What follows belongs to an exercise in optimizing a design on an open flow for small area; a production flow would make more cautious choices. In this exercise RTL edits were held to simulation tests only and were not proved equivalent to the original. Power figures rest on the tool's default switching activity, not on a simulated workload.

### flow/design.v
module asr_oai221 (input logic a1, a2, b1, b2, c1, output logic y);
  assign y = ~((a1 | a2) & (b1 | b2) & c1);
endmodule
module asr_nand3 (input logic a, b, c, output logic y);
  assign y = ~(a & b & c);
endmodule
module asr_inv (input logic a, output logic y);
  assign y = ~a;
endmodule
module asr_nor2 (input logic a, b, output logic y);
  assign y = ~(a | b);
endmodule
module asr_nor3 (input logic a, b, c, output logic y);
  assign y = ~(a | b | c);
endmodule
module asr_aoi22 (input logic a1, a2, b1, b2, output logic y);
  assign y = ~((a1 & a2) | (b1 & b2));
endmodule
module asr_oai22 (input logic a1, a2, b1, b2, output logic y);
  assign y = ~((a1 | a2) & (b1 | b2));
endmodule
module asr_nand2 (input logic a, b, output logic y);
  assign y = ~(a & b);
endmodule
module asr_ao22 (input logic a1, a2, b1, b2, output logic y);
  assign y = (a1 & a2) | (b1 & b2);
endmodule
module asr_rcomb (input logic [7:0] p, input logic hold, r, output logic y);
  assign y = (|p) | (hold & r);
endmodule
module alt_sync_ram #(
  parameter int WIDTH         = 64,
  parameter int WIDTHAD       = 4,
  parameter int NUMWORDS      = 1 << WIDTHAD,
  parameter int WIDTH_BYTEENA = 8,
  parameter int OUTDATA_REG   = 1
) (
  input  logic                     clock0,
  input  logic                     aclr0,
  input  logic                     clocken0,
  input  logic                     wren_a,
  input  logic                     wren_b,
  input  logic                     rden_a,
  input  logic                     rden_b,
  input  logic [WIDTHAD-1:0]       address_a,
  input  logic [WIDTHAD-1:0]       address_b,
  input  logic [WIDTH-1:0]         data_a,
  input  logic [WIDTH-1:0]         data_b,
  input  logic [WIDTH_BYTEENA-1:0] byteena_a,
  input  logic [WIDTH_BYTEENA-1:0] byteena_b,
  input  logic                     addressstall_a,
  input  logic                     addressstall_b,
  output logic [WIDTH-1:0]         q_a,
  output logic [WIDTH-1:0]         q_b
);
  localparam int LANE  = WIDTH / WIDTH_BYTEENA;
  localparam int PAIRS = NUMWORDS / 2;
  logic [NUMWORDS-1:0][WIDTH-1:0] mem_n;
  logic [NUMWORDS-1:0][WIDTH-1:0] keep_n;
  logic [NUMWORDS-1:0][WIDTH-1:0] mem_n_nxt;
  genvar gw;
  logic [WIDTHAD-1:0] addr_reg_a, addr_reg_b;
  logic [WIDTHAD-1:0] raddr_a, raddr_b;
  logic [WIDTH-1:0]   rdata_a, rdata_b;
  logic [WIDTH-1:0]   rdata_a_nxt, rdata_b_nxt;
  logic [WIDTH-1:0]   q_a_nxt, q_b_nxt;
  localparam int WSL = 2;
  localparam int RSL = 4;
  logic [WSL-1:0][NUMWORDS-1:0] wdec_a, wdec_b;
  logic [WIDTH_BYTEENA-1:0] wbe_a, wbe_b;
  logic [NUMWORDS-1:0][WIDTH_BYTEENA-1:0] sel_a_n, sel_b_n, hold;
  logic [RSL-1:0][NUMWORDS-1:0] rsel_a_n, rsel_b_n;
  logic ren_a_n, ren_b_n;
  logic cken_n;
  logic rclr_a, rclr_b;
  logic qld_a, qld_b;
  assign raddr_a = addressstall_a ? addr_reg_a : address_a;
  assign raddr_b = addressstall_b ? addr_reg_b : address_b;
  assign ren_a_n = ~(clocken0 & rden_a);
  assign ren_b_n = ~(clocken0 & rden_b);
  assign cken_n  = ~clocken0;
  assign qld_a   = clocken0 & ~rclr_a;
  assign qld_b   = clocken0 & ~rclr_b;
  always_comb
    for (int i = 0; i < WIDTH_BYTEENA; i++) begin
      wbe_a[i] = clocken0 & wren_a & byteena_a[i];
      wbe_b[i] = clocken0 & wren_b & byteena_b[i];
    end
  logic [3:0][WIDTHAD-1:0] dec_in, dec_in_n;
  assign dec_in = {raddr_b, raddr_a, address_b, address_a};
  logic [1:0][3:0] wlo_n, whi_n, rlo, rhi;
  logic [1:0] ren;
  assign ren = {~ren_b_n, ~ren_a_n};
  genvar gp, gj, gx;
  generate
    for (gx = 0; gx < 4; gx++) begin : g_ainv
      for (gj = 0; gj < WIDTHAD; gj++) begin : g_bit
        asr_inv u_inv (.a(dec_in[gx][gj]), .y(dec_in_n[gx][gj]));
      end
    end
    for (gp = 0; gp < 2; gp++) begin : g_pdec
      for (gj = 0; gj < 4; gj++) begin : g_q
        asr_nand2 u_wlo (
          .a(gj[0] ? dec_in[gp][0] : dec_in_n[gp][0]),
          .b(gj[1] ? dec_in[gp][1] : dec_in_n[gp][1]), .y(wlo_n[gp][gj])
        );
        asr_nand2 u_whi (
          .a(gj[0] ? dec_in[gp][2] : dec_in_n[gp][2]),
          .b(gj[1] ? dec_in[gp][3] : dec_in_n[gp][3]), .y(whi_n[gp][gj])
        );
        asr_nor2 u_rlo (
          .a(gj[0] ? dec_in_n[gp+2][0] : dec_in[gp+2][0]),
          .b(gj[1] ? dec_in_n[gp+2][1] : dec_in[gp+2][1]), .y(rlo[gp][gj])
        );
        asr_nor3 u_rhi (
          .a(gj[0] ? dec_in_n[gp+2][2] : dec_in[gp+2][2]),
          .b(gj[1] ? dec_in_n[gp+2][3] : dec_in[gp+2][3]),
          .c(~ren[gp]), .y(rhi[gp][gj])
        );
      end
    end
    for (gw = 0; gw < NUMWORDS; gw++) begin : g_dec
      for (gx = 0; gx < WSL; gx++) begin : g_ws
        asr_nor2  u_wdec_a (.a(wlo_n[0][gw % 4]), .b(whi_n[0][gw / 4]), .y(wdec_a[gx][gw]));
        asr_nor2  u_wdec_b (.a(wlo_n[1][gw % 4]), .b(whi_n[1][gw / 4]), .y(wdec_b[gx][gw]));
      end
      for (gx = 0; gx < RSL; gx++) begin : g_rs
        asr_nand2 u_rsel_a (.a(rlo[0][gw % 4]), .b(rhi[0][gw / 4]), .y(rsel_a_n[gx][gw]));
        asr_nand2 u_rsel_b (.a(rlo[1][gw % 4]), .b(rhi[1][gw / 4]), .y(rsel_b_n[gx][gw]));
      end
    end
  endgenerate
  genvar gi, gb, gk;
  generate
    for (gw = 0; gw < NUMWORDS; gw++) begin : g_word
      for (gi = 0; gi < WIDTH_BYTEENA; gi++) begin : g_lane
        asr_nand2 u_sa (.a(wdec_a[gi*WSL/WIDTH_BYTEENA][gw]), .b(wbe_a[gi]), .y(sel_a_n[gw][gi]));
        asr_nand3 u_sb (.a(wdec_b[gi*WSL/WIDTH_BYTEENA][gw]), .b(wbe_b[gi]), .c(sel_a_n[gw][gi]), .y(sel_b_n[gw][gi]));
        asr_aoi22 u_h (
          .a1(wdec_a[gi*WSL/WIDTH_BYTEENA][gw]), .a2(wbe_a[gi]),
          .b1(wdec_b[gi*WSL/WIDTH_BYTEENA][gw]), .b2(wbe_b[gi]), .y(hold[gw][gi])
        );
      end
      for (gb = 0; gb < WIDTH; gb++) begin : g_bit
        asr_nand2 u_keep (.a(hold[gw][gb/LANE]), .b(mem_n[gw][gb]), .y(keep_n[gw][gb]));
        asr_oai221 u_next (
          .a1(sel_a_n[gw][gb/LANE]), .a2(data_a[gb]),
          .b1(sel_b_n[gw][gb/LANE]), .b2(data_b[gb]),
          .c1(keep_n[gw][gb]),
          .y(mem_n_nxt[gw][gb])
        );
      end
    end
    for (gb = 0; gb < WIDTH; gb++) begin : g_rd
      logic [PAIRS-1:0] pa, pb;
      for (gk = 0; gk < PAIRS; gk++) begin : g_pair
        asr_oai22 u_pa (
          .a1(rsel_a_n[gb*RSL/WIDTH][2*gk]),   .a2(mem_n[2*gk][gb]),
          .b1(rsel_a_n[gb*RSL/WIDTH][2*gk+1]), .b2(mem_n[2*gk+1][gb]), .y(pa[gk])
        );
        asr_oai22 u_pb (
          .a1(rsel_b_n[gb*RSL/WIDTH][2*gk]),   .a2(mem_n[2*gk][gb]),
          .b1(rsel_b_n[gb*RSL/WIDTH][2*gk+1]), .b2(mem_n[2*gk+1][gb]), .y(pb[gk])
        );
      end
      asr_rcomb u_ra (.p(pa), .hold(ren_a_n), .r(rdata_a[gb]), .y(rdata_a_nxt[gb]));
      asr_rcomb u_rb (.p(pb), .hold(ren_b_n), .r(rdata_b[gb]), .y(rdata_b_nxt[gb]));
      asr_ao22  u_qa (.a1(qld_a), .a2(rdata_a[gb]), .b1(cken_n), .b2(q_a[gb]), .y(q_a_nxt[gb]));
      asr_ao22  u_qb (.a1(qld_b), .a2(rdata_b[gb]), .b1(cken_n), .b2(q_b[gb]), .y(q_b_nxt[gb]));
    end
  endgenerate
  always_ff @(posedge clock0) begin
    mem_n <= mem_n_nxt;
  end
  always_ff @(posedge clock0) begin
    if (clocken0) begin
      addr_reg_a <= raddr_a;
      addr_reg_b <= raddr_b;
    end
  end
  always_ff @(posedge clock0) begin
    rdata_a <= rdata_a_nxt;
    rdata_b <= rdata_b_nxt;
  end
  always_ff @(posedge clock0 or posedge aclr0) begin
    if (aclr0) begin
      rclr_a <= 1'b1;
      rclr_b <= 1'b1;
    end else begin
      if (~ren_a_n) rclr_a <= 1'b0;
      if (~ren_b_n) rclr_b <= 1'b0;
    end
  end
  generate
    if (OUTDATA_REG != 0) begin : g_outreg
      always_ff @(posedge clock0 or posedge aclr0) begin
        if (aclr0) begin
          q_a <= '0;
          q_b <= '0;
        end else begin
          q_a <= q_a_nxt;
          q_b <= q_b_nxt;
        end
      end
    end else begin : g_outcomb
      assign q_a = rdata_a;
      assign q_b = rdata_b;
    end
  endgenerate
endmodule
### flow/flow/run.sh
#!/bin/bash
# Layout flow: the standard flow (standard.sh) with these changes.
#  1. After the standard synthesis, the o221ai, nor3 and a22oi cells that ABC sized up inside the one-gate
#     modules go back to drive strength 1; later repair steps size them up again where timing
#     or slew needs it. Registers are not touched.
#  2. Ports are buffered with the smallest buffer instead of a delay cell.
#  3. Clock tree: clkbuf_4 and clkbuf_8 buffers, larger sink clusters, no dummy loads.
# Each make run writes its full output to a log file here; ORFS keeps its per-step logs under
# orfs/logs.
set -euo pipefail
R=orfs/results/${FLOW_PLATFORM:-sky130hd}/alt_sync_ram/base

bash standard.sh synth > run_synth.log 2>&1

sed -i -E 's/\bsky130_fd_sc_hd__(o221ai|nor3|a22oi)_2\b/sky130_fd_sc_hd__\1_1/g' "$R/1_2_yosys.v"
grep -c "sky130_fd_sc_hd__o221ai_1 " "$R/1_2_yosys.v" > run_resize.log || true

CTS="-sink_clustering_enable -repair_clock_nets -dont_use_dummy_load"
CTS="$CTS -buf_list {sky130_fd_sc_hd__clkbuf_4 sky130_fd_sc_hd__clkbuf_8} -sink_clustering_size 10 -sink_clustering_max_diameter 50"
bash standard.sh "BUFFER_PORTS_ARGS=-buffer_cell sky130_fd_sc_hd__buf_1" "CTS_ARGS=$CTS" \
  finish > run_layout.log 2>&1
### flow/standard.sh
#!/bin/bash
# synth_recipe.tcl (not shown) runs the flow's synth.tcl, then flattens the netlist and writes it again
# the make line also repeats each setting of config.mk as NAME=value (left out here)
make -C /OpenROAD-flow-scripts/flow DESIGN_CONFIG=/design/flow/config.mk WORK_HOME=/design/flow/orfs CLKGATE_MAP_FILE= SYNTH_SCRIPT=/design/flow/synth_recipe.tcl "${@:-finish}"
### flow/config.mk
export PLATFORM = sky130hd
export DESIGN_NAME = alt_sync_ram
export DESIGN_NICKNAME = alt_sync_ram
export VERILOG_FILES = /design/flow/design.v
export SDC_FILE = /design/flow/constraint.sdc
export NUM_CORES = 4
export LEC_CHECK = 0
export CAP_MARGIN = 15
export CORE_MARGIN = 2
export CORE_UTILIZATION = 40
export GPL_TIMING_DRIVEN = 0
export SETUP_SLACK_MARGIN = 0.5
export SLEW_MARGIN = 15
export SYNTH_HIERARCHICAL = 1
### flow/constraint.sdc
create_clock -name core_clock -period 4.0 [get_ports {clock0}]
set_input_delay 0.8000 -clock core_clock [delete_from_list [all_inputs] [get_ports {clock0}]]
set_output_delay 0.8000 -clock core_clock [all_outputs]
set_load 0.01 [all_outputs]
==> results.txt, run 1 <==
Kind of critical path: primary input to register
Fin cells: 7919
Tcrit/Tclk final: 91.4%
Critical path buffer and inverter count: 4
Die X: 368 µm
Syn. warnings: 7
# rows: 133
Post-route ant nets: 0
Reg2reg setup slack: 0.83 ns
Crit path DAT: 4.49 ns
Design area: 59700 µm²
Crit. End Element: register
Cell Area, Synth: 52900 µm²
Maximum clock rate: 274 MHz
Routability Congestion: 0.978
R2r endpoint: rdata_a[8]
Share of total power in combinational logic: 17.1%
Critical-path cell list: clkdlybuf4s15_2, buf_6, nand2_8, buf_12, nor3_4, buf_4, nand2_1, o22ai_1, nor4_2, nand3_1
Worst Hold Slack: 0.276 ns
Slew Limit Fails: 0
Pleak: 21.6 nW
Placed cell count: 7737
Syn-to-layout area delta: 12.8%
Drt first pass iters: 7
HPWL Detailed: 168 mm
Hold Path Class: primary input to register
Placed Area: 56900 µm²
Largest net degree at the start of global routing: 76
Post-CTS Setup Repair Bufs: 0
Hold_sp: rden_b
Clock tree buffer depth: 3
CTS Buf Count: 165
Worst Path Required: 4.83 ns
Sequential share of power: 56.9%
Core Util, Final: 45.5%
Clock share of power: 26.0%
Cells after Synth: 5660
Wire per inst: 31.7 µm
Core box area: 131000 µm²
Die ar.: 135000 µm²
Worst vdd ir: 0.354 mV
WL final: 251 mm
1st-iter DRT viols: 8794
Sw Ratio: 32.3%
Worst-path fanout max: 39
Clock skew: 0.0964 ns
Relative slew slack: 6.04%
Setup TNS: 0 ns
Unrepaired setup endpoints after global routing: true
Final hold vios: 0
Global route total overflow: 0
# IOs: 289
Initial antenna violation count: 15
Vias per cell: 7.34
Number of max-cap violations: 0
R2r startpoint: addr_reg_a[0]
Worst-Skew Late Latency: 0.95 ns
IO buf count: 288
Worst-path clk slew: 0.07 ns
CP max stage delay: 0.57 ns
# DRC: 0
Fraction of layout cells with a size suffix above 1: 5.64%
Via count: 58100
Status: timing/DRC/antenna clean
PD cells: 544 nW/µm²
H-tree depth: 4
GR Util All Layers: 35.2%
Min-Delay Endpoint: rclr_b
Syn Area/Cell: 9.34 µm²
Vias in the first global route: 53700
Syn_nets: 5821
Worst R2R Path Depth: 6
Worst slew pin tran: 1.40 ns
Slowest cell on the critical path: clkdlybuf4s15_2
Die Ht: 368 µm
Initial Util: 40.3%
Final-report setup violation count: 0
WHS Path Cells: 2
Crit path max-delay family: simple AND/OR/NAND/NOR gates
Min cycle time layout: 3.66 ns
NetSw: 0.0105 W
First-pass GRT wire length: 362 mm
Power Internal: 0.0220 W
Layout net count: 6318
CP Launch Type: primary input
Clk root buf: clkbuf_8
CTS tree: built
Sink Count: 1290
## repair_timing
| action | 4_1_cts | 5_1_grt |
|---|---|---|
| hold endpoints to repair | 13 | 0 |
| pin swaps | 0 | 0 |
| gates resized for setup | 55 | 20 |
| setup endpoints to repair | 127 | 54 |
| gates cloned | 0 | 0 |
| hold buffers | 1 | 0 |
## power by group through the flow
stage                     registers [W]  clock network [W]  logic (W)
after floorplan                  0.0180                  0    0.00334
final                            0.0185            0.00844    0.00555
after detailed placement         0.0186                  0    0.00533
after global placement           0.0185                  0    0.00509
after global routing             0.0188            0.00902    0.00606
after CTS                        0.0184            0.00853    0.00538
## metal layers
layer / GRT usage [%] / vias to the layer above / share of wire, %
met1: 47.1 / 28200 / 39
li1: - / 24700 / -
met5: 0 / - / 0.039
met3: 9.79 / 788 / 13
met2: 51.6 / 4460 / 42
met4: 18.5 / 16 / 5.9
## cell usage in the layout (no fill, tap or decap), drive strengths merged
cell type         n
nor4            256
clkinvlp          1
clkdlybuf4s15     1
dfrtp           128
a22oi           128
a22o            128
nor3              8
dlygate4sd3       1
edfxtp            8
mux2              8
diode             9
o221ai         1024
nand3           256
o22ai          1024
dfxtp          1152
nor2             72
clkbuf          167
dfstp             2
nand2          1426
and3             16
a21boi            2
buf             328
inv              17
and2b             2
## sequential cells by signal (all words and copies together) (netlist names), 4 cells and up
name        count
mem_n        1024
q_a            64
q_b            64
rdata_a        64
rdata_b        64
addr_reg_a      4
addr_reg_b      4
## worst register-to-register path: stages (launching register included)
cell and delay (ns):
edfxtp_1 0.38, mux2_2 0.35, nor2_4 0.84, nand2_1 0.80, o22ai_1 0.47, nor4_2 0.15, nand3_1 0.11
## through the flow
stage | setup WS (ns) | total power (W)
2_1_floorplan | 0.135 | 0.0213
6_report | 0.345 | 0.0325
3_3_place_gp | -6.57 | 0.0236
3_5_place_dp | -0.959 | 0.0240
4_1_cts | 0.559 | 0.0323
5_1_grt | 0.435 | 0.0339
## worst max-delay path by stage
| stage | cells after the start | slack (ns) | startpoint | end |
|---|---|---|---|---|
| after floorplan | 7 | 0.13 | clocken0 | rdata_a[0] |
| after global placement | 8 | -6.57 | clocken0 | rdata_a[34] |
| after detailed placement | 10 | -0.96 | clocken0 | rdata_b[10] |
| after CTS | 10 | 0.56 | clocken0 | rdata_b[23] |
| after global routing | 10 | 0.44 | clocken0 | rdata_b[2] |
| final | 10 | 0.34 | clocken0 | rdata_b[20] |
## area by class of cell
class | count | area, µm²
clock buffer | 165 | 2270
timing repair buffer | 330 | 1740
fill | 12600 | 71600
sequential | 1290 | 26600
tap | 1755 | 2200
multi-input combinational | 4350 | 26800
buffer | 2 | 22.5
antenna | 9 | 22.5
inverter | 18 | 76.3
==> run 2: changes to the inputs <==
--- a/flow/flow/run.sh
+++ b/flow/flow/run.sh
@@ -4,7 +4,7 @@
 #     modules go back to drive strength 1; later repair steps size them up again where timing
 #     or slew needs it. Registers are not touched.
 #  2. Ports are buffered with the smallest buffer instead of a delay cell.
-#  3. Clock tree: clkbuf_4 and clkbuf_8 buffers, larger sink clusters, no dummy loads.
+#  3. Clock tree: clkbuf_8 buffers, larger sink clusters, no dummy loads.
 # Each make run writes its full output to a log file here; ORFS keeps its per-step logs under
 # orfs/logs.
 set -euo pipefail
@@ -16,6 +16,6 @@
 grep -c "sky130_fd_sc_hd__o221ai_1 " "$R/1_2_yosys.v" > run_resize.log || true
 
 CTS="-sink_clustering_enable -repair_clock_nets -dont_use_dummy_load"
-CTS="$CTS -buf_list {sky130_fd_sc_hd__clkbuf_4 sky130_fd_sc_hd__clkbuf_8} -sink_clustering_size 10 -sink_clustering_max_diameter 50"
+CTS="$CTS -buf_list {sky130_fd_sc_hd__clkbuf_8} -sink_clustering_size 15 -sink_clustering_max_diameter 60"
 bash standard.sh "BUFFER_PORTS_ARGS=-buffer_cell sky130_fd_sc_hd__buf_1" "CTS_ARGS=$CTS" \
   finish > run_layout.log 2>&1
--- a/flow/config.mk
+++ b/flow/config.mk
@@ -9,6 +9,6 @@
 export CORE_MARGIN = 2
 export CORE_UTILIZATION = 40
 export GPL_TIMING_DRIVEN = 0
-export SETUP_SLACK_MARGIN = 0.5
+export SETUP_SLACK_MARGIN = 0.3
 export SLEW_MARGIN = 15
 export SYNTH_HIERARCHICAL = 1
==> results.txt, run 2 <==
Crit path DAT: 4.58 ns
Crit. End Element: register
Maximum clock rate: 265 MHz
Most frequent cells in the layout: nand2_1, dfxtp_1, o22ai_1, o221ai_1, buf_1
Worst Path Required: 4.80 ns
Placed Area: 56900 µm²
Post-route ant nets: 0
# DRC: 0
Number of max-cap violations: 0
Die Ht: 368 µm
Min-Delay Endpoint: rclr_a
Reg2reg setup slack: 0.77 ns
Kind of critical path: primary input to register
Routability Congestion: 0.978
Final-report setup violation count: 0
# IOs: 289
Status: timing/DRC/antenna clean
Vias in the first global route: 53400
Hold_sp: rden_a
CTS tree: built
Via count: 57700
HPWL Detailed: 168 mm
Reg with most FFs: mem_n
Worst-path fanout max: 39
Largest net degree at the start of global routing: 76
Die ar.: 135000 µm²
Worst-path clk slew: 0.10 ns
Initial antenna violation count: 15
Clock skew: 0.0861 ns
Pleak: 21.3 nW
Layout net count: 6268
Final hold vios: 0
Worst-Skew Late Latency: 0.92 ns
Max reg flops: 1024
Syn. warnings: 7
Unrepaired setup endpoints after global routing: true
# rows: 133
GR Util All Layers: 35.1%
Wire per inst: 31.7 µm
PD cells: 528 nW/µm²
Cells after Synth: 5660
1st-iter DRT viols: 8669
Fraction of layout cells with a size suffix above 1: 4.70%
Design area: 58900 µm²
Tcrit/Tclk final: 94.4%
Hold Path Class: primary input to register
Clock tree buffer depth: 3
Syn_nets: 5821
Cell Area, Synth: 52900 µm²
Worst slew pin tran: 1.37 ns
CTS Buf Count: 117
Sink Count: 1290
Post-CTS Setup Repair Bufs: 0
R2r endpoint: rdata_b[48]
WL final: 249 mm
Initial Util: 40.3%
Relative slew slack: 8.09%
Commonest non-fill, non-tap cell in the layout: nand2_1
First-pass GRT wire length: 362 mm
IO buf count: 288
R2r startpoint: addr_reg_b[0]
H-tree depth: 3
Drt first pass iters: 9
Worst vdd ir: 0.339 mV
Die X: 368 µm
Core box area: 131000 µm²
Min cycle time layout: 3.78 ns
WHS Path Cells: 2
Global route total overflow: 0
Syn Area/Cell: 9.34 µm²
Worst Hold Slack: 0.304 ns
Filler Cell Count: 12600
Worst R2R Path Depth: 8
CP Launch Type: primary input
Slew Limit Fails: 0
Clk root buf: clkbuf_8
Syn-to-layout area delta: 11.4%
Vias per cell: 7.33
run 2: power breakdown:
group          leakage, nW  switching, W  internal [W]
clock network        0.841       0.00450       0.00258
logic                 9.18       0.00319       0.00235
registers             11.3       0.00249        0.0160
run 2: what timing repair did:
item | CTS | global route
gates cloned | 0 | 0
resized for setup | 54 | 5
endpoints found under the setup margin | 105 | 28
hold endpoints to repair | 13 | 0
hold buffers | 1 | 0
run 2: cell type report:
class	instances	area, µm²	share of cell area [%]
antenna	6	15.0	0.0255
buffer	2	22.5	0.0382
clock buffer	117	1610	2.73
inverter	18	76.3	0.130
multi-input combinational	4350	26700	45.4
sequential	1290	26600	45.1
tap	1755	2200	3.73
timing repair buffer	328	1710	2.91
run 2: metal layers:
| layer | track usage, % | vias up | share of wire, % |
|---|---|---|---|
| met2 | 51.4 | 4370 | 42 |
| met5 | 0 | - | 0.049 |
| met1 | 47.7 | 27900 | 39 |
| met4 | 18.2 | 20 | 6.2 |
| met3 | 8.73 | 801 | 13 |
| li1 | - | 24600 | - |
run 2: worst max-delay path, cell delays in order:
cell and delay (ns):
clkdlybuf4s15_2 0.56, buf_6 0.29, nand2_8 0.29, buf_12 0.30, nor3_2 0.56, buf_4 0.36, nand2_1 0.50, o22ai_1 0.52
nor4_1 0.19, nand3_1 0.11
run 2: metrics by stage:
| stage | total power [W] | setup WS (ns) | utilization, % | setup TNS, ns | std cells |
|---|---|---|---|---|---|
| after floorplan | 0.0213 | 0.135 | - | 0 | 5660 |
| after global placement | 0.0236 | -6.57 | 42.8 | -1068.76 | 7703 |
| after detailed placement | 0.0240 | -0.959 | 43.3 | -143.83 | 7737 |
| after CTS | 0.0309 | 0.456 | 44.8 | 0 | 7855 |
| after global routing | 0.0325 | 0.290 | 44.9 | 0 | 7863 |
| final | 0.0311 | 0.225 | 44.9 | 0 | 7866 |
run 2: worst max path at each step:
stage / from / to / slack [ns]
2_1_floorplan: clocken0 / rdata_a[0] / 0.13
3_3_place_gp: clocken0 / rdata_a[34] / -6.57
3_5_place_dp: clocken0 / rdata_b[10] / -0.96
4_1_cts: clocken0 / rdata_a[36] / 0.46
5_1_grt: clocken0 / rdata_b[50] / 0.29
6_report: clocken0 / rdata_b[57] / 0.22
==> run 3: changes to the inputs <==
--- a/flow/config.mk
+++ b/flow/config.mk
@@ -9,6 +9,7 @@
 export CORE_MARGIN = 2
 export CORE_UTILIZATION = 40
 export GPL_TIMING_DRIVEN = 0
-export SETUP_SLACK_MARGIN = 0.3
+export PLACE_DENSITY = 0.7
+export SETUP_SLACK_MARGIN = 0.5
 export SLEW_MARGIN = 15
 export SYNTH_HIERARCHICAL = 1
==> results.txt, run 3 <==
Status: timing/DRC/antenna clean
Number of max-cap violations: 0
Worst-Skew Late Latency: 0.87 ns
Reg with most FFs: mem_n
Post-route ant nets: 0
# IOs: 289
# DRC: 0
1st-iter DRT viols: 9141
Vias per cell: 7.44
Cells after Synth: 5660
Core box area: 131000 µm²
Clk root buf: clkbuf_8
Crit. End Element: register
Placed cell count: 7731
Reg2reg setup slack: 0.93 ns
Die Ht: 368 µm
Max reg flops: 1024
Filler Cell Count: 12800
# rows: 133
Clock skew: 0.0758 ns
Most frequent cells in the layout: nand2_1, dfxtp_1, o22ai_1, o221ai_1, buf_1
HPWL Detailed: 161 mm
Syn_nets: 5821
CP Launch Type: primary input
Crit path DAT: 4.35 ns
Final Worst Setup Slack: 0.335 ns
Fraction of layout cells with a size suffix above 1: 4.48%
Die X: 368 µm
Commonest non-fill, non-tap cell in the layout: nand2_1
Slowest cell on the critical path: nor4_1
Kind of critical path: primary input to register
Final-report setup violation count: 0
Worst-path fanout max: 36
R2r endpoint: rdata_b[51]
Cell Area, Synth: 52900 µm²
CP max stage delay: 0.65 ns
Drt first pass iters: 9
Crit path launch: clocken0
Initial Util: 40.3%
Hold_sp: rden_b
Slew Limit Fails: 0
H-tree depth: 3
Vias in the first global route: 53500
Worst R2R Path Depth: 8
Final hold vios: 0
Fin cells: 7853
Crit path max-delay family: simple AND/OR/NAND/NOR gates
Worst vdd ir: 0.347 mV
Largest net degree at the start of global routing: 69
Global route total overflow: 0
Via count: 58500
First-pass GRT wire length: 349 mm
Tcrit/Tclk final: 91.6%
Min cycle time layout: 3.67 ns
Setup TNS: 0 ns
Initial antenna violation count: 23
Relative slew slack: 9.45%
R2r startpoint: addr_reg_b[2]
Worst-path clk slew: 0.10 ns
PD cells: 522 nW/µm²
Pleak: 21.1 nW
Unrepaired setup endpoints after global routing: true
Syn Area/Cell: 9.34 µm²
Clock tree buffer depth: 3
Min-Delay Endpoint: rclr_b
Syn-to-layout area delta: 10.8%
Critical path buffer and inverter count: 4
Worst Hold Slack: 0.202 ns
CTS tree: built
IO buf count: 288
GR Util All Layers: 33.7%
Sink Count: 1290
Routability Congestion: 0.988
WHS Path Cells: 2
Wire per inst: 30.7 µm
Syn. warnings: 7
CTS Buf Count: 102
WL final: 241 mm
Maximum clock rate: 273 MHz
Layout net count: 6250
Critical-path cell list: clkdlybuf4s15_2, buf_6, nand2_4, buf_16, nor3_2, buf_4, nand2_1, o22ai_1, nor4_1, nand3_1
Hold Path Class: primary input to register
Worst slew pin tran: 1.36 ns
Post-Place Setup Slack: -0.935 ns
Worst Path Required: 4.68 ns
Die ar.: 135000 µm²
[run 3: how the worst max path moves through the flow]
stage             endpoint  slack, ns  cells after the start
2_1_floorplan   rdata_a[0]       0.13                      7
6_report       rdata_a[17]       0.33                     10
3_5_place_dp   rdata_a[53]      -0.94                     10
4_1_cts        rdata_b[53]       0.49                      9
5_1_grt        rdata_a[17]       0.37                     10
3_3_place_gp   rdata_b[24]      -5.95                      8
[run 3: cell type report]
class / count / area (µm²) / share of cell area (%)
clock buffers: 102 / 1400 / 2.39
well taps: 1755 / 2200 / 3.75
inverters: 18 / 76.3 / 0.130
plain buffers: 2 / 22.5 / 0.0384
multi-input cells: 4350 / 26700 / 45.5
flip-flops and latches: 1290 / 26600 / 45.3
repair buffers: 325 / 1660 / 2.83
diodes: 11 / 27.5 / 0.0470
[run 3: timing repair]
action / 4_1_cts / 5_1_grt
pin swaps: 0 / 1
resized for setup: 18 / 52
buffers inserted: 0 / 3
setup endpoints to repair: 128 / 108
hold buffers: 1 / 0
hold endpoints to repair: 7 / 0
[run 3: where the power goes]
part	switching, W	internal [W]	leakage [nW]
Clock	0.00434	0.00227	0.733
Combinational	0.00317	0.00234	9.16
Sequential	0.00251	0.0160	11.3
[run 3: worst register-to-register path: stages (launching register included)]
cell and delay (ns):
edfxtp_1 0.38, mux2_2 0.35, inv_1 0.18, nor3_4 0.13
buf_4 0.22, nand2_1 0.53, o22ai_1 0.25, nor4_1 0.75
nand3_1 0.14
[run 3: routing by layer]
| metal | global-route usage (%) | part of all wire [%] |
|---|---|---|
| met3 | 11.7 | 15 |
| met4 | 19.2 | 6.8 |
| met1 | 43.4 | 37 |
| met5 | 0 | 0.060 |
| met2 | 48.7 | 42 |
[run 3: stage by stage]
| stage | utilization, % | instance area (µm²) | total power, W |
|---|---|---|---|
| global route | 44.6 | 58600 | 0.0319 |
| CTS | 44.4 | 58300 | 0.0303 |
| floorplan | - | 52900 | 0.0213 |
| global placement | 42.8 | 56200 | 0.0236 |
| finish | 44.6 | 58600 | 0.0306 |
| detailed placement | 43.2 | 56800 | 0.0239 |
==> run 4: changes to the inputs <==
--- a/flow/config.mk
+++ b/flow/config.mk
@@ -9,7 +9,6 @@
 export CORE_MARGIN = 2
 export CORE_UTILIZATION = 40
 export GPL_TIMING_DRIVEN = 0
-export PLACE_DENSITY = 0.7
 export SETUP_SLACK_MARGIN = 0.5
 export SLEW_MARGIN = 15
 export SYNTH_HIERARCHICAL = 1
==> results.txt, run 4 <==
Status: timing/DRC/antenna clean
Cell Area, Synth: 52900 µm²
Clk root buf: clkbuf_8
Final-report setup violation count: 0
Die Ht: 368 µm
Overall power: 0.0311 W
GR Util All Layers: 35.1%
Cells after Synth: 5660
Initial antenna violation count: 15
Commonest non-fill, non-tap cell in the layout: nand2_1
Max reg flops: 1024
Min cycle time layout: 3.65 ns
Post-route ant nets: 0
R2r startpoint: addr_reg_a[1]
Relative slew slack: 8.39%
Fraction of layout cells with a size suffix above 1: 5.05%
# rows: 133
Syn_nets: 5821
Hold Path Class: primary input to register
Crit. End Element: register
CTS tree: built
Pleak: 21.3 nW
First-pass GRT wire length: 361 mm
Reg with most FFs: mem_n
1st-iter DRT viols: 8581
Layout net count: 6268
Unrepaired setup endpoints after global routing: true
WHS Path Cells: 2
Maximum clock rate: 274 MHz
Crit path DAT: 4.42 ns
Syn-to-layout area delta: 11.6%
Clock tree buffer depth: 3
Most frequent cells in the layout: nand2_1, dfxtp_1, o22ai_1, o221ai_1, buf_1
CTS Buf Count: 117
Fin cells: 7867
WL final: 250 mm
# DRC: 0
Wire per inst: 31.8 µm
Worst slew pin tran: 1.37 ns
IO buf count: 288
Syn Area/Cell: 9.34 µm²
Vias per cell: 7.35
Tcrit/Tclk final: 91.3%
Number of max-cap violations: 0
Sink Count: 1290
Syn. warnings: 7
Die X: 368 µm
Clock skew: 0.0890 ns
Via count: 57800
Drt first pass iters: 6
# IOs: 289
Largest net degree at the start of global routing: 76
Worst-path fanout max: 39
Routability Congestion: 0.978
Hold_sp: rden_a
Global route total overflow: 0
Reg2reg setup slack: 0.81 ns
Die ar.: 135000 µm²
Filler Cell Count: 12600
Worst Path Required: 4.77 ns
Worst-path clk slew: 0.10 ns
Initial Util: 40.3%
H-tree depth: 3
Placed cell count: 7737
Worst vdd ir: 0.339 mV
CP Launch Type: primary input
Worst-Skew Late Latency: 0.92 ns
Slew Limit Fails: 0
Vias in the first global route: 53400
Min-Delay Endpoint: rclr_a
Post-CTS Setup Repair Bufs: 0
Final hold vios: 0
Kind of critical path: primary input to register
Worst R2R Path Depth: 7
PD cells: 527 nW/µm²
Core box area: 131000 µm²
R2r endpoint: rdata_a[27]
HPWL Detailed: 168 mm
## run 4: metrics by stage
step	area (µm²)	utilization, %	setup TNS (ns)	hold slack (ns)	setup WS, ns
final	59000	44.9	0	0.297	0.350
after global routing	59000	44.9	0	0.276	0.446
after CTS	58800	44.8	0	0.233	0.518
after detailed placement	56900	43.3	-143.83	0.460	-0.959
after global placement	56200	42.8	-1068.76	0.453	-6.57
after floorplan	52900	-	0	0.439	0.135
## run 4: worst max-delay path by stage
stage,start,end
detailed placement,clocken0,rdata_b[10]
CTS,clocken0,rdata_b[27]
global placement,clocken0,rdata_a[34]
finish,clocken0,rdata_b[22]
floorplan,clocken0,rdata_a[0]
global route,clocken0,rdata_b[8]
## run 4: worst max-delay path: stages
cell and delay, ns:
clkdlybuf4s15_2 0.46, buf_6 0.32, nand2_8 0.33, buf_12 0.26, nor3_4 0.14, buf_4 0.23, nand2_1 0.56, o22ai_1 0.21
nor4_1 0.78, nand3_1 0.15
## run 4: cell type report
| type | instances | area (µm²) | area share, % |
|---|---|---|---|
| antenna | 7 | 17.5 | 0.0297 |
| timing repair buffer | 328 | 1710 | 2.90 |
| inverter | 18 | 76.3 | 0.129 |
| multi-input combinational | 4350 | 26800 | 45.5 |
| clock buffer | 117 | 1610 | 2.73 |
| sequential | 1290 | 26600 | 45.0 |
| tap | 1755 | 2200 | 3.72 |
| buffer | 2 | 22.5 | 0.0382 |
## run 4: what timing repair did
item                                    CTS  global route
gates resized for setup                  55            27
pin swaps                                 0             0
hold endpoints to repair                 13             0
endpoints found under the setup margin  136            60
hold buffers                              1             0
## run 4: power breakdown
| part | switching [W] | internal, W |
|---|---|---|
| logic | 0.00319 | 0.00235 |
| registers | 0.00249 | 0.0160 |
| clock network | 0.00449 | 0.00258 |
| total | 0.0102 | 0.0209 |
## run 4: metal layers
metal / vias up / track usage (%) / share of wire, %
met3: 786 / 8.70 / 13
met2: 4506 / 51.4 / 42
li1: 24600 / - / -
met5: - / 0 / 0.042
met1: 27900 / 47.6 / 39
met4: 18 / 18.3 / 6.1
==> run 5: changes to the inputs <==
--- a/flow/config.mk
+++ b/flow/config.mk
@@ -9,6 +9,7 @@
 export CORE_MARGIN = 2
 export CORE_UTILIZATION = 40
 export GPL_TIMING_DRIVEN = 0
+export PLACE_DENSITY = 0.85
 export SETUP_SLACK_MARGIN = 0.5
 export SLEW_MARGIN = 15
 export SYNTH_HIERARCHICAL = 1
==> results.txt, run 5 <==
Status: timing/DRC/antenna clean
Worst slew pin tran: 1.39 ns
Syn. warnings: 7
Clock tree buffer depth: 3
1st-iter DRT viols: 12200
Initial antenna violation count: 21
Cell Area, Synth: 52900 µm²
Max reg flops: 1024
CTS tree: built
Cells after Synth: 5660
Critical path destination: rdata_b[18]
Fraction of layout cells with a size suffix above 1: 4.89%
Fin cells: 7858
Crit. End Element: register
Post-route ant nets: 0
Hold Path Class: primary input to asynchronous set/reset pin
Worst-path clk slew: 0.10 ns
Reg2reg setup slack: 0.82 ns
Initial Util: 40.3%
Final-report setup violation count: 0
Placed cell count: 7730
Crit path DAT: 4.40 ns
R2r endpoint: rdata_b[17]
CP Launch Type: primary input
Slew Limit Fails: 0
# rows: 133
Core Util, Final: 44.7%
Final hold vios: 0
Filler Cell Count: 12500
Drt first pass iters: 10
Die ar.: 135000 µm²
R2r startpoint: addr_reg_b[1]
Sink Count: 1290
Worst Path Required: 4.67 ns
Crit path launch: clocken0
Vias in the first global route: 54900
Reg with most FFs: mem_n
Tcrit/Tclk final: 93.1%
Maximum clock rate: 268 MHz
Hold-fix buffers, CTS: 0
Core box area: 131000 µm²
Relative slew slack: 7.02%
# IOs: 289
Pleak: 21.2 nW
IO buf count: 288
CTS Buf Count: 106
Worst-path fanout max: 37
Kind of critical path: primary input to register
GR Util All Layers: 34.0%
Clk root buf: clkbuf_8
Layout net count: 6255
Commonest non-fill, non-tap cell in the layout: nand2_1
HPWL Detailed: 162 mm
Min cycle time layout: 3.73 ns
Worst R2R Path Depth: 7
Unrepaired setup endpoints after global routing: true
Vias per cell: 7.64
H-tree depth: 3
Routability Congestion: 1.03
Via count: 60100
# DRC: 0
PD cells: 525 nW/µm²
Syn Area/Cell: 9.34 µm²
Largest net degree at the start of global routing: 70
Die X: 368 µm
Worst-Skew Late Latency: 0.87 ns
WL final: 245 mm
Die Ht: 368 µm
First-pass GRT wire length: 354 mm
Global route total overflow: 0
Syn-to-layout area delta: 11.1%
Most frequent cells in the layout: nand2_1, dfxtp_1, o22ai_1, o221ai_1, buf_1
Clock skew: 0.0783 ns
Number of max-cap violations: 0
Syn_nets: 5821
Wire per inst: 31.1 µm
Worst vdd ir: 0.302 mV
-- run 5: routing by layer --
metal / vias to the layer above / routed length (µm) / global-route usage (%)
li1: 24500 / - / -
met1: 28000 / 84400 / 42.5
met2: 6024 / 98300 / 48.4
met3: 1440 / 41000 / 13.6
met4: 26 / 20700 / 21.2
met5: - / 176 / 0.107
-- run 5: worst min path at each step --
stage             endpoint  slack (ns)  cells after the start
2_1_floorplan   rdata_a[0]        0.44                      2
3_3_place_gp   rdata_a[15]        0.46                      2
3_5_place_dp   rdata_b[34]        0.46                      2
4_1_cts             q_a[3]        0.04                      2
5_1_grt            q_a[12]        0.06                      2
6_report           q_a[12]        0.05                      2
-- run 5: worst max-delay path, cell delays in order --
cell and delay (ns):
clkdlybuf4s15_2 0.44, buf_6 0.31, nand2_8 0.33, buf_16 0.33, nor3_2 0.07, buf_4 0.21
buf_6 0.18, nand2_1 0.63, o22ai_1 0.17, nor4_1 0.66, nand3_1 0.17
-- run 5: layout make-up --
type / count / area, µm² / area share, %
Sequential cell: 1290 / 26600 / 45.2
Inverter: 18 / 76.3 / 0.130
Timing Repair Buffer: 326 / 1600 / 2.72
Buffer: 2 / 22.5 / 0.0383
Multi-Input combinational cell: 4350 / 26800 / 45.6
Antenna cell: 11 / 27.5 / 0.0469
Tap cell: 1755 / 2200 / 3.74
Clock buffer: 106 / 1460 / 2.48
-- run 5: stage by stage --
stage | power (W) | worst slack (ns) | hold slack, ns | setup TNS, ns | instance area, µm²
2_1_floorplan | 0.0213 | 0.135 | 0.439 | 0 | 52900
3_3_place_gp | 0.0235 | -6.50 | 0.455 | -981.35 | 56200
3_5_place_dp | 0.0240 | -1.06 | 0.462 | -154.68 | 56700
4_1_cts | 0.0304 | 0.447 | 0.0354 | 0 | 58300
5_1_grt | 0.0320 | 0.310 | 0.0560 | 0 | 58700
6_report | 0.0309 | 0.275 | 0.0516 | 0 | 58800
-- run 5: timing repair --
action | in CTS | in global routing
resized for setup | 22 | 66
endpoints found under the setup margin | 128 | 132
pin swaps | 0 | 1
gates cloned | 0 | 0
setup buffers | 0 | 5
-- run 5: where the power goes --
part	internal, W	switching [W]
logic	0.00233	0.00328
registers	0.0160	0.00255
clock network	0.00235	0.00437
==> run 6: changes to the inputs <==
--- a/flow/flow/run.sh
+++ b/flow/flow/run.sh
@@ -16,6 +16,6 @@
 grep -c "sky130_fd_sc_hd__o221ai_1 " "$R/1_2_yosys.v" > run_resize.log || true
 
 CTS="-sink_clustering_enable -repair_clock_nets -dont_use_dummy_load"
-CTS="$CTS -buf_list {sky130_fd_sc_hd__clkbuf_8} -sink_clustering_size 15 -sink_clustering_max_diameter 60"
+CTS="$CTS -buf_list {sky130_fd_sc_hd__clkbuf_8} -sink_clustering_size 18 -sink_clustering_max_diameter 45"
 bash standard.sh "BUFFER_PORTS_ARGS=-buffer_cell sky130_fd_sc_hd__buf_1" "CTS_ARGS=$CTS" \
   finish > run_layout.log 2>&1
--- a/flow/config.mk
+++ b/flow/config.mk
@@ -9,7 +9,6 @@
 export CORE_MARGIN = 2
 export CORE_UTILIZATION = 40
 export GPL_TIMING_DRIVEN = 0
-export PLACE_DENSITY = 0.85
 export SETUP_SLACK_MARGIN = 0.5
 export SLEW_MARGIN = 15
 export SYNTH_HIERARCHICAL = 1
==> results.txt, run 6 <==
Status: timing/DRC/antenna clean
Cells after Synth: 5660
IO buf count: 288
Worst vdd ir: 0.352 mV
Via count: 57800
Die X: 368 µm
Die Ht: 368 µm
Syn. warnings: 7
HPWL Detailed: 168 mm
Filler Cell Count: 12600
Clock share of power: 24.9%
Sw Ratio: 32.4%
Initial Util: 40.3%
Kind of critical path: primary input to register
# rows: 133
Final-report setup violation count: 0
Worst-path clk slew: 0.09 ns
CTS tree: built
Sequential share of power: 57.7%
Clock skew: 0.0805 ns
Syn Area/Cell: 9.34 µm²
WL final: 250 mm
Clk root buf: clkbuf_8
Vias per cell: 7.32
Overall power: 0.0320 W
Commonest non-fill, non-tap cell in the layout: nand2_1
Worst-path fanout max: 39
Min cycle time layout: 3.63 ns
# DRC: 0
Syn-to-layout area delta: 12.4%
GR Util All Layers: 35.1%
Reg with most FFs: mem_n
Global route total overflow: 0
Fraction of layout cells with a size suffix above 1: 5.49%
First-pass GRT wire length: 361 mm
Unrepaired setup endpoints after global routing: true
Wire per inst: 31.6 µm
Tcrit/Tclk final: 90.7%
Relative slew slack: 4.75%
H-tree depth: 4
CTS Buf Count: 149
Worst Hold Slack: 0.287 ns
Cell Area, Synth: 52900 µm²
Final hold vios: 0
Worst slew pin tran: 1.42 ns
Largest net degree at the start of global routing: 76
1st-iter DRT viols: 8810
Pleak: 21.5 nW
Share of total power in combinational logic: 17.3%
Core box area: 131000 µm²
Clock tree buffer depth: 3
CP Launch Type: primary input
Vias in the first global route: 53400
Crit path DAT: 4.38 ns
Setup TNS: 0 ns
Sink Count: 1290
Post-route ant nets: 0
Drt first pass iters: 8
Number of max-cap violations: 0
Worst-Skew Late Latency: 0.91 ns
Syn_nets: 5821
Initial antenna violation count: 13
Routability Congestion: 0.978
Worst Path Required: 4.75 ns
PD cells: 538 nW/µm²
# IOs: 289
Placed Area: 56900 µm²
Slew Limit Fails: 0
Most frequent cells in the layout: nand2_1, dfxtp_1, o22ai_1, o221ai_1, buf_1
Die ar.: 135000 µm²
Maximum clock rate: 276 MHz
Design area: 59500 µm²
Layout net count: 6301
Max reg flops: 1024
Hold Path Class: primary input to register
NetSw: 0.0104 W
Crit. End Element: register
Power Internal: 0.0216 W
## run 6: cell types whose count changed in the layout (fill, tap and decap cells not counted), sizes merged
cell	before	now
clkbuf	108	153
diode	11	10
dlygate4sd3	0	1
## run 6: area by class of cell
cell class,instances,area [µm²],area share (%)
multi-input cells,4350,26800,45.1
flip-flops and latches,1290,26600,44.7
well taps,1755,2200,3.69
clock buffers,149,2050,3.45
repair buffers,329,1720,2.90
inverters,18,76.3,0.128
diodes,10,25.0,0.0421
plain buffers,2,22.5,0.0379
## run 6: final timing paths
check / from / to / slack [ns] / cells after the start
setup / recovery: clocken0 / rdata_b[41] / 0.37 / 10
hold / removal: rden_a / rclr_a / 0.29 / 2
setup reg to reg: addr_reg_a[0] / rdata_a[8] / 0.76 / 6
hold reg to reg: rdata_a[61] / rdata_a[61] / 0.47 / 2
max in group asynchronous: aclr0 / q_b[27] / 2.62 / 6
min in group asynchronous: aclr0 / q_b[4] / 0.45 / 3
## run 6: per-stage QoR
stage	std cells	setup slack (ns)	utilization, %
after floorplan	5660	0.135	-
after global placement	7703	-6.57	42.8
after detailed placement	7737	-0.959	43.3
after CTS	7887	0.558	45.1
after global routing	7896	0.429	45.3
final	7903	0.371	45.3
## run 6: per-layer routing
layer / share of wire [%] / routed length [µm] / vias to the layer above / GRT usage, %
met1: 39 / 96700 / 27900 / 46.9
met4: 6.1 / 15200 / 12 / 19.2
met2: 42 / 105000 / 4457 / 51.1
met5: 0.027 / 67 / - / 0
li1: - / - / 24600 / -
met3: 13 / 33000 / 799 / 9.77
## run 6: critical path, stage by stage
cell and delay, ns:
clkdlybuf4s15_2 0.45, buf_6 0.32, nand2_8 0.33, buf_12 0.27, nor3_2 0.09, buf_4 0.20, nand2_1 0.61, o22ai_1 0.15
nor4_1 0.81, nand3_1 0.17
## run 6: power groups by stage
stage	clock network (W)	logic [W]	registers, W
2_1_floorplan	0	0.00334	0.0180
3_3_place_gp	0	0.00509	0.0185
3_5_place_dp	0	0.00533	0.0186
4_1_cts	0.00805	0.00538	0.0184
5_1_grt	0.00853	0.00606	0.0188
6_report	0.00798	0.00555	0.0185
## run 6: what timing repair did
action,CTS,global route
setup buffers,0,0
setup endpoints to repair,129,57
endpoints found under the hold margin,13,0
cloned,0,0
hold buffers,1,0
resized for setup,55,26
==> run 7: changes to the inputs <==
--- a/flow/flow/run.sh
+++ b/flow/flow/run.sh
@@ -16,6 +16,6 @@
 grep -c "sky130_fd_sc_hd__o221ai_1 " "$R/1_2_yosys.v" > run_resize.log || true
 
 CTS="-sink_clustering_enable -repair_clock_nets -dont_use_dummy_load"
-CTS="$CTS -buf_list {sky130_fd_sc_hd__clkbuf_8} -sink_clustering_size 18 -sink_clustering_max_diameter 45"
+CTS="$CTS -buf_list {sky130_fd_sc_hd__clkbuf_8} -sink_clustering_size 16 -sink_clustering_max_diameter 100"
 bash standard.sh "BUFFER_PORTS_ARGS=-buffer_cell sky130_fd_sc_hd__buf_1" "CTS_ARGS=$CTS" \
   finish > run_layout.log 2>&1
--- a/flow/config.mk
+++ b/flow/config.mk
@@ -7,8 +7,9 @@
 export LEC_CHECK = 0
 export CAP_MARGIN = 15
 export CORE_MARGIN = 2
-export CORE_UTILIZATION = 40
+export CORE_UTILIZATION = 55
 export GPL_TIMING_DRIVEN = 0
+export PLACE_DENSITY = 0.7
 export SETUP_SLACK_MARGIN = 0.5
 export SLEW_MARGIN = 15
 export SYNTH_HIERARCHICAL = 1
==> results.txt, run 7 <==
Status: timing/DRC/antenna clean
Crit. End Element: register
Worst-path clk slew: 0.10 ns
Crit path DAT: 4.33 ns
Post-route ant nets: 0
Critical-path cell list: clkdlybuf4s15_2, buf_6, nand2_4, buf_16, nor3_2, nand2_1, o22ai_1, nor4_1, nand3_1
Final hold vios: 0
Setup TNS: 0 ns
Pleak: 21.0 nW
Global route total overflow: 0
Min cycle time layout: 3.69 ns
Final-report setup violation count: 0
Design area: 57800 µm²
Clock skew: 0.0481 ns
H-tree depth: 3
Number of max-cap violations: 0
Syn. warnings: 7
Tcrit/Tclk final: 92.2%
Worst slew pin tran: 1.45 ns
Critical path destination: rdata_a[41]
1st-iter DRT viols: 9154
Crit path launch: clocken0
HPWL Detailed: 154 mm
GR Util All Layers: 44.1%
Slew Limit Fails: 0
Worst Path Required: 4.64 ns
IO buf count: 288
Initial Util: 55.6%
Kind of critical path: primary input to register
Filler Cell Count: 8435
Initial antenna violation count: 11
Die X: 314 µm
Register area: 26600 µm²
Reg with most FFs: mem_n
Max reg flops: 1024
# IOs: 289
Worst-Skew Late Latency: 0.81 ns
# DRC: 0
Via count: 57600
Relative slew slack: 3.25%
CTS Buf Count: 90
Maximum clock rate: 271 MHz
# rows: 113
Placed cell count: 7241
Routability Congestion: 0.987
Unrepaired setup endpoints after global routing: true
Hold Path Class: primary input to asynchronous set/reset pin
Most frequent cells in the layout: nand2_1, dfxtp_1, o221ai_1
Sink Count: 1290
Vias in the first global route: 53100
Placed Area: 56100 µm²
Slowest cell on the critical path: nor4_1
Cell Area, Synth: 52900 µm²
Reg2reg setup slack: 0.84 ns
Fraction of layout cells with a size suffix above 1: 4.32%
CP max stage delay: 0.77 ns
Clk root buf: clkbuf_8
Met2 WL: 95.4 mm
Met1 Wirelength: 85.2 mm
Commonest non-fill, non-tap cell in the layout: nand2_1
Largest net degree at the start of global routing: 69
CP Launch Type: primary input
Layout net count: 6231
Die Ht: 314 µm
Fin cells: 7334
Wire per inst: 31.1 µm
Footprint of the multi-input gates: 26800 µm²
Die ar.: 98700 µm²
WL final: 228 mm
Syn Area/Cell: 9.34 µm²
Worst vdd ir: 0.337 mV
First-pass GRT wire length: 336 mm
CTS tree: built
Post-CTS Setup Repair Bufs: 0
Syn-to-layout area delta: 9.22%
PD cells: 521 nW/µm²
R2r endpoint: rdata_b[44]
Worst R2R Path Depth: 8
Vias per cell: 7.85
Core box area: 95200 µm²
Overall power: 0.0301 W
Syn_nets: 5821
Worst-path fanout max: 42
Cells after Synth: 5660
Top sig layer: met5
Drt first pass iters: 8
Met3 wire length: 31.1 mm
Clock tree buffer depth: 3
R2r startpoint: addr_reg_b[0]
==> run 7: cell count changes in the layout (fill, tap and decap cells not counted), sizes merged <==
cell / before / now
clkbuf: 153 / 92
diode: 10 / 1
buf: 325 / 317
dlygate4sd3: 1 / 0
==> run 7: worst min-delay path by stage <==
stage | slack [ns] | to | depth (start not counted)
CTS | 0.03 | q_a[11] | 2
global route | 0.10 | q_a[11] | 2
global placement | 0.45 | rdata_b[29] | 2
finish | 0.05 | q_b[11] | 2
detailed placement | 0.46 | rdata_b[3] | 2
floorplan | 0.44 | rdata_a[0] | 2
==> run 7: area by class of cell <==
type	instances	area share, %
Inverter	18	0.132
Tap cell	1265	2.74
Buffer	2	0.0390
Timing Repair Buffer	318	2.65
Clock buffer	90	2.14
Multi-Input combinational cell	4350	46.3
Antenna cell	1	0.00433
Sequential cell	1290	46.0
==> run 7: through the flow <==
stage / setup WS (ns) / util, % / hold slack, ns
final: 0.312 / 60.7 / 0.0494
after global routing: 0.396 / 60.7 / 0.100
after CTS: 0.417 / 60.5 / 0.0337
after detailed placement: -0.802 / 59.0 / 0.460
after global placement: -5.92 / 58.4 / 0.452
after floorplan: 0.135 / - / 0.439
==> run 7: per-layer routing <==
metal  GRT usage [%]  vias to the layer above
met5           0.145                        -
met4            26.5                       16
met3            12.3                      903
met2            64.3                     4695
met1            58.1                    27500
li1                -                    24500
==> run 7: report_power, final <==
part           switching [W]  internal (W)
clock network        0.00425       0.00202
logic                0.00308       0.00232
registers            0.00246        0.0160
total                0.00980        0.0203
==> run 7: timing repair <==
action,4_1_cts,5_1_grt
pin swaps,0,0
gates resized for setup,37,46
endpoints found under the setup margin,144,123
hold buffers,0,0
==> run 7: worst max-delay path: cells and delay by family <==
family / cells / cell delay, ns
AO/OA/AOI/OAI: 1 / 0.20
buffers and inverters: 3 / 1.12
AND/OR/NAND/NOR: 5 / 2.08
==> run 8: changes to the inputs <==
--- a/flow/config.mk
+++ b/flow/config.mk
@@ -7,7 +7,8 @@
 export LEC_CHECK = 0
 export CAP_MARGIN = 15
 export CORE_MARGIN = 2
-export CORE_UTILIZATION = 55
+export CORE_UTILIZATION = 40
+export GPL_ROUTABILITY_DRIVEN = 0
 export GPL_TIMING_DRIVEN = 0
 export PLACE_DENSITY = 0.7
 export SETUP_SLACK_MARGIN = 0.5
==> results.txt, run 8 <==
Status: timing/DRC/antenna clean
Vias per cell: 7.48
Crit path DAT: 4.28 ns
Initial antenna violation count: 26
Most frequent cells in the layout: nand2_1, dfxtp_1, o22ai_1, o221ai_1, buf_1
Syn. warnings: 7
WHS Path Cells: 2
Min cycle time layout: 3.60 ns
CTS tree: built
Commonest non-fill, non-tap cell in the layout: nand2_1
# DRC: 0
HPWL Detailed: 161 mm
Worst vdd ir: 0.291 mV
Overall power: 0.0303 W
Slew Limit Fails: 0
Syn_nets: 5821
Worst Path Required: 4.68 ns
Sw Ratio: 33.0%
Power Internal: 0.0203 W
M2 GR Usage: 48.8%
R2r endpoint: rdata_b[35]
Relative slew slack: 6.80%
WL final: 241 mm
Layout net count: 6241
Critical path destination: rdata_a[13]
Crit path launch: clocken0
Syn-to-layout area delta: 10.7%
Syn Area/Cell: 9.34 µm²
Crit. End Element: register
1st-iter DRT viols: 10300
Core box area: 131000 µm²
Worst R2R Path Depth: 9
R2r startpoint: addr_reg_b[3]
Tcrit/Tclk final: 90.1%
Maximum clock rate: 278 MHz
PD cells: 518 nW/µm²
Worst Hold Slack: 0.227 ns
# rows: 133
Cell Area, Synth: 52900 µm²
IO buf count: 288
Clock tree buffer depth: 3
Die ar.: 135000 µm²
Die X: 368 µm
CTS Buf Count: 90
Worst-Skew Late Latency: 0.86 ns
Drt first pass iters: 10
Wire per inst: 30.6 µm
Vias in the first global route: 53900
Unrepaired setup endpoints after global routing: true
Via count: 58700
Final-report setup violation count: 0
GR Util met3: 9.94%
Number of max-cap violations: 0
Largest net degree at the start of global routing: 69
Clock share of power: 20.8%
Most used routing layer: met2
# IOs: 289
Share of total power in combinational logic: 18.2%
GR Util met1: 44.1%
Filler Cell Count: 12800
Sequential share of power: 60.9%
Die Ht: 368 µm
Post-route ant nets: 0
Pleak: 21.1 nW
Fin cells: 7849
Cells after Synth: 5660
Clk root buf: clkbuf_8
Clock skew: 0.0425 ns
Global route total overflow: 0
Final hold vios: 0
CP Launch Type: primary input
Kind of critical path: primary input to register
NetSw: 0.0100 W
Hold Path Class: primary input to register
Worst slew pin tran: 1.39 ns
Fraction of layout cells with a size suffix above 1: 4.24%
Initial Util: 40.3%
Reg2reg setup slack: 0.86 ns
GR Util All Layers: 33.5%
Placed cell count: 7734
First-pass GRT wire length: 350 mm
H-tree depth: 3
Sink Count: 1290
Max reg flops: 1024
Worst-path clk slew: 0.10 ns
Worst-path fanout max: 36
Reg with most FFs: mem_n
run 8: power groups by stage:
stage          combinational, W  clock, W  sequential, W
6_report                0.00553   0.00631         0.0185
5_1_grt                 0.00602   0.00674         0.0188
4_1_cts                 0.00537   0.00631         0.0183
3_5_place_dp            0.00533         0         0.0186
3_3_place_gp            0.00505         0         0.0185
2_1_floorplan           0.00334         0         0.0180
run 8: stage by stage:
step / utilization (%) / setup slack, ns / TNS, ns / instance area (µm²)
detailed placement: 43.2 / -0.844 / -81.16 / 56800
global placement: 42.8 / -5.78 / -940.70 / 56200
CTS: 44.3 / 0.482 / 0 / 58200
global route: 44.6 / 0.469 / 0 / 58500
floorplan: - / 0.135 / 0 / 52900
finish: 44.6 / 0.397 / 0 / 58500
run 8: how the worst min path moves through the flow:
| stage | slack (ns) | from | end |
|---|---|---|---|
| after CTS | 0.18 | rden_a | rclr_a |
| final | 0.23 | rden_a | rclr_a |
| after floorplan | 0.44 | rdata_a[0] | rdata_a[0] |
| after detailed placement | 0.46 | rdata_a[14] | rdata_a[14] |
| after global placement | 0.45 | rdata_b[56] | rdata_b[56] |
| after global routing | 0.22 | rden_a | rclr_a |
run 8: worst max-delay path, stage by stage:
cell	delay (ns)
clkdlybuf4s15_2	0.43
buf_6	0.29
nand2_4	0.49
buf_16	0.32
nor3_4	0.15
buf_6	0.19
nand2_1	0.58
o22ai_1	0.15
nor4_1	0.59
nand3_1	0.15
run 8: repair_timing:
action                                 CTS  global route
hold buffers                             1             0
pin swaps                                0             1
buffers inserted                         0             2
setup endpoints to repair               92            79
endpoints found under the hold margin    7             0
gates resized for setup                 32            41
run 8: area by class of cell:
| type | instances | area (µm²) | share of cell area (%) |
|---|---|---|---|
| sequential | 1290 | 26600 | 45.4 |
| timing repair buffer | 328 | 1710 | 2.92 |
| tap | 1755 | 2200 | 3.75 |
| buffer | 2 | 22.5 | 0.0385 |
| clock buffer | 90 | 1240 | 2.12 |
| multi-input combinational | 4350 | 26700 | 45.6 |
| inverter | 18 | 76.3 | 0.130 |
| antenna | 16 | 40.0 | 0.0684 |
run 8: metal layers:
layer	part of all wire, %	up-vias
met3	15	1023
met2	41	5172
li1	-	24500
met4	7.2	16
met5	0.043	-
met1	37	28000
==> run 9: changes to the inputs <==
--- a/flow/config.mk
+++ b/flow/config.mk
@@ -8,7 +8,6 @@
 export CAP_MARGIN = 15
 export CORE_MARGIN = 2
 export CORE_UTILIZATION = 40
-export GPL_ROUTABILITY_DRIVEN = 0
 export GPL_TIMING_DRIVEN = 0
 export PLACE_DENSITY = 0.7
 export SETUP_SLACK_MARGIN = 0.5
==> results.txt, run 9 <==
Crit path DAT: 4.43 ns
WL final: 241 mm
Commonest non-fill, non-tap cell in the layout: nand2_1
Global route total overflow: 0
Vias per cell: 7.46
Tcrit/Tclk final: 93.1%
Sink Count: 1290
Die X: 368 µm
Worst Path Required: 4.70 ns
Status: timing/DRC/antenna clean
Post-Place Setup Slack: -0.935 ns
Drt first pass iters: 9
Via count: 58400
Die ar.: 135000 µm²
Core Util, Final: 44.5%
Wire per inst: 30.7 µm
CTS Buf Count: 90
Initial Util: 40.3%
Core box area: 131000 µm²
Layout net count: 6234
PD cells: 518 nW/µm²
Final-report setup violation count: 0
Maximum clock rate: 269 MHz
Clock skew: 0.0400 ns
Final hold vios: 0
Min cycle time layout: 3.72 ns
Post-route ant nets: 0
Worst-path clk slew: 0.11 ns
Most frequent cells in the layout: nand2_1, dfxtp_1, o22ai_1, o221ai_1, buf_1
Overall power: 0.0303 W
Crit. End Element: register
Initial antenna violation count: 17
Syn-to-layout area delta: 10.5%
HPWL Detailed: 161 mm
Relative slew slack: 8.23%
1st-iter DRT viols: 9032
Max reg flops: 1024
Syn_nets: 5821
# IOs: 289
Clk root buf: clkbuf_8
Final Worst Setup Slack: 0.276 ns
Slew Limit Fails: 0
H-tree depth: 3
Syn Area/Cell: 9.34 µm²
# rows: 133
Largest net degree at the start of global routing: 69
Kind of critical path: primary input to register
Routability Congestion: 0.988
First-pass GRT wire length: 349 mm
Unrepaired setup endpoints after global routing: true
Vias in the first global route: 53400
Hold Path Class: primary input to register
Syn. warnings: 7
Worst-Skew Late Latency: 0.85 ns
Fraction of layout cells with a size suffix above 1: 4.33%
Worst vdd ir: 0.361 mV
# DRC: 0
Die Ht: 368 µm
Clock tree buffer depth: 3
IO buf count: 288
Cells after Synth: 5660
Reg with most FFs: mem_n
Pleak: 21.0 nW
Worst-path fanout max: 36
CP Launch Type: primary input
GR Util All Layers: 33.7%
Worst slew pin tran: 1.38 ns
Number of max-cap violations: 0
CTS tree: built
Worst Hold Slack: 0.233 ns
Cell Area, Synth: 52900 µm²
-- run 9: worst max-delay path: stages --
cell and delay (ns):
clkdlybuf4s15_2 0.44, buf_6 0.30, nand2_4 0.49, buf_16 0.35, nor3_2 0.09, buf_4 0.21
nand2_1 0.72, o22ai_1 0.20, nor4_1 0.59, nand3_1 0.16
-- run 9: final timing paths --
check / start / end / cells past startpoint / slack, ns
max: clocken0 / rdata_a[61] / 10 / 0.28
max in group asynchronous: aclr0 / q_a[46] / 6 / 2.67
min reg2reg: rdata_a[5] / rdata_a[5] / 2 / 0.48
min: rden_b / rclr_b / 2 / 0.23
min in group asynchronous: aclr0 / q_b[57] / 3 / 0.47
max reg2reg: addr_reg_b[2] / rdata_b[51] / 8 / 0.88
-- run 9: layout make-up --
type                    count  area [µm²]
repair buffers            321        1620
clock buffers              90        1240
flip-flops and latches   1290       26600
multi-input cells        4350       26700
inverters                  18        76.3
diodes                     11        27.5
fillers                 12800       72900
plain buffers               2        22.5
well taps                1755        2200
-- run 9: repair_timing --
item,in CTS,in global routing
hold buffers,1,0
hold endpoints to repair,7,0
resized for setup,29,48
setup endpoints to repair,128,114
pin swaps,0,1
setup buffers,0,1
-- run 9: per-layer routing --
metal / share of wire, % / track usage (%) / wire length (µm)
met1: 37 / 44.0 / 88900
met2: 41 / 48.4 / 98900
met3: 15 / 10.7 / 34900
met4: 7.4 / 19.8 / 17700
met5: 0.054 / 0 / 131
-- run 9: per-stage QoR --
step	TNS (ns)	instance area [µm²]	cells
floorplan	0	52900	5660
global placement	-985.99	56200	7703
detailed placement	-106.61	56800	7731
CTS	0	58100	7822
global route	0	58400	7829
finish	0	58400	7837
-- run 9: report_power, final --
group | switching [W] | total [W] | internal [W]
Sequential | 0.00251 | 0.0185 | 0.0160
Clock | 0.00427 | 0.00628 | 0.00202
Combinational | 0.00316 | 0.00550 | 0.00233

## re-timing with driven ports
The flow's constraints put no driver on any port. The routed layouts listed below were extracted and timed again, unchanged, in two steps. Step 1 sets driving cells, clkbuf_16 on the clock port and buf_2 on the other inputs (assumed; they add their load-dependent delay and slew). Step 2 moves the port delays by t, midway between the first and last clock arrival at a register: inputs arrive t later, outputs are due t later. That takes back most of the time a late clock gives input paths. Slacks: ideal / step 1 / step 2; pairs: ideal / step 1.
run | shift t [ns] | setup slack, ns | hold WS [ns] | worst setup path at the end | pins driven straight from the clock port
run 1 | 0.977 | 0.345 / 0.396 / -0.581 | 0.276 / 0.223 / 0.457 | input to register | 1
run 2 | 0.950 | 0.225 / 0.280 / -0.670 | 0.304 / 0.249 / 0.461 | input to register | 1
run 3 | 0.900 | 0.335 / 0.376 / -0.525 | 0.202 / 0.176 / 0.475 | input to register | 1
run 4 | 0.945 | 0.350 / 0.404 / -0.541 | 0.297 / 0.244 / 0.454 | input to register | 1
run 5 | 0.908 | 0.275 / 0.322 / -0.586 | 0.052 / 0.012 / 0.464 | input to register | 1
run 6 | 0.963 | 0.371 / 0.429 / -0.534 | 0.287 / 0.230 / 0.471 | input to register | 1
run 7 | 0.869 | 0.312 / 0.369 / -0.501 | 0.049 / -0.009 / 0.476 | input to register | 1
run 8 | 0.909 | 0.397 / 0.443 / -0.466 | 0.227 / 0.190 / 0.475 | input to register | 1
run 9 | 0.911 | 0.276 / 0.330 / -0.582 | 0.233 / 0.194 / 0.477 | input to register | 1
With both steps, setup timing fails in every run listed, where it was met with ideal ports. For run 1, which loses most, drivers alone change the setup slack by +0.051 ns; drivers and shift together by -0.926 ns.
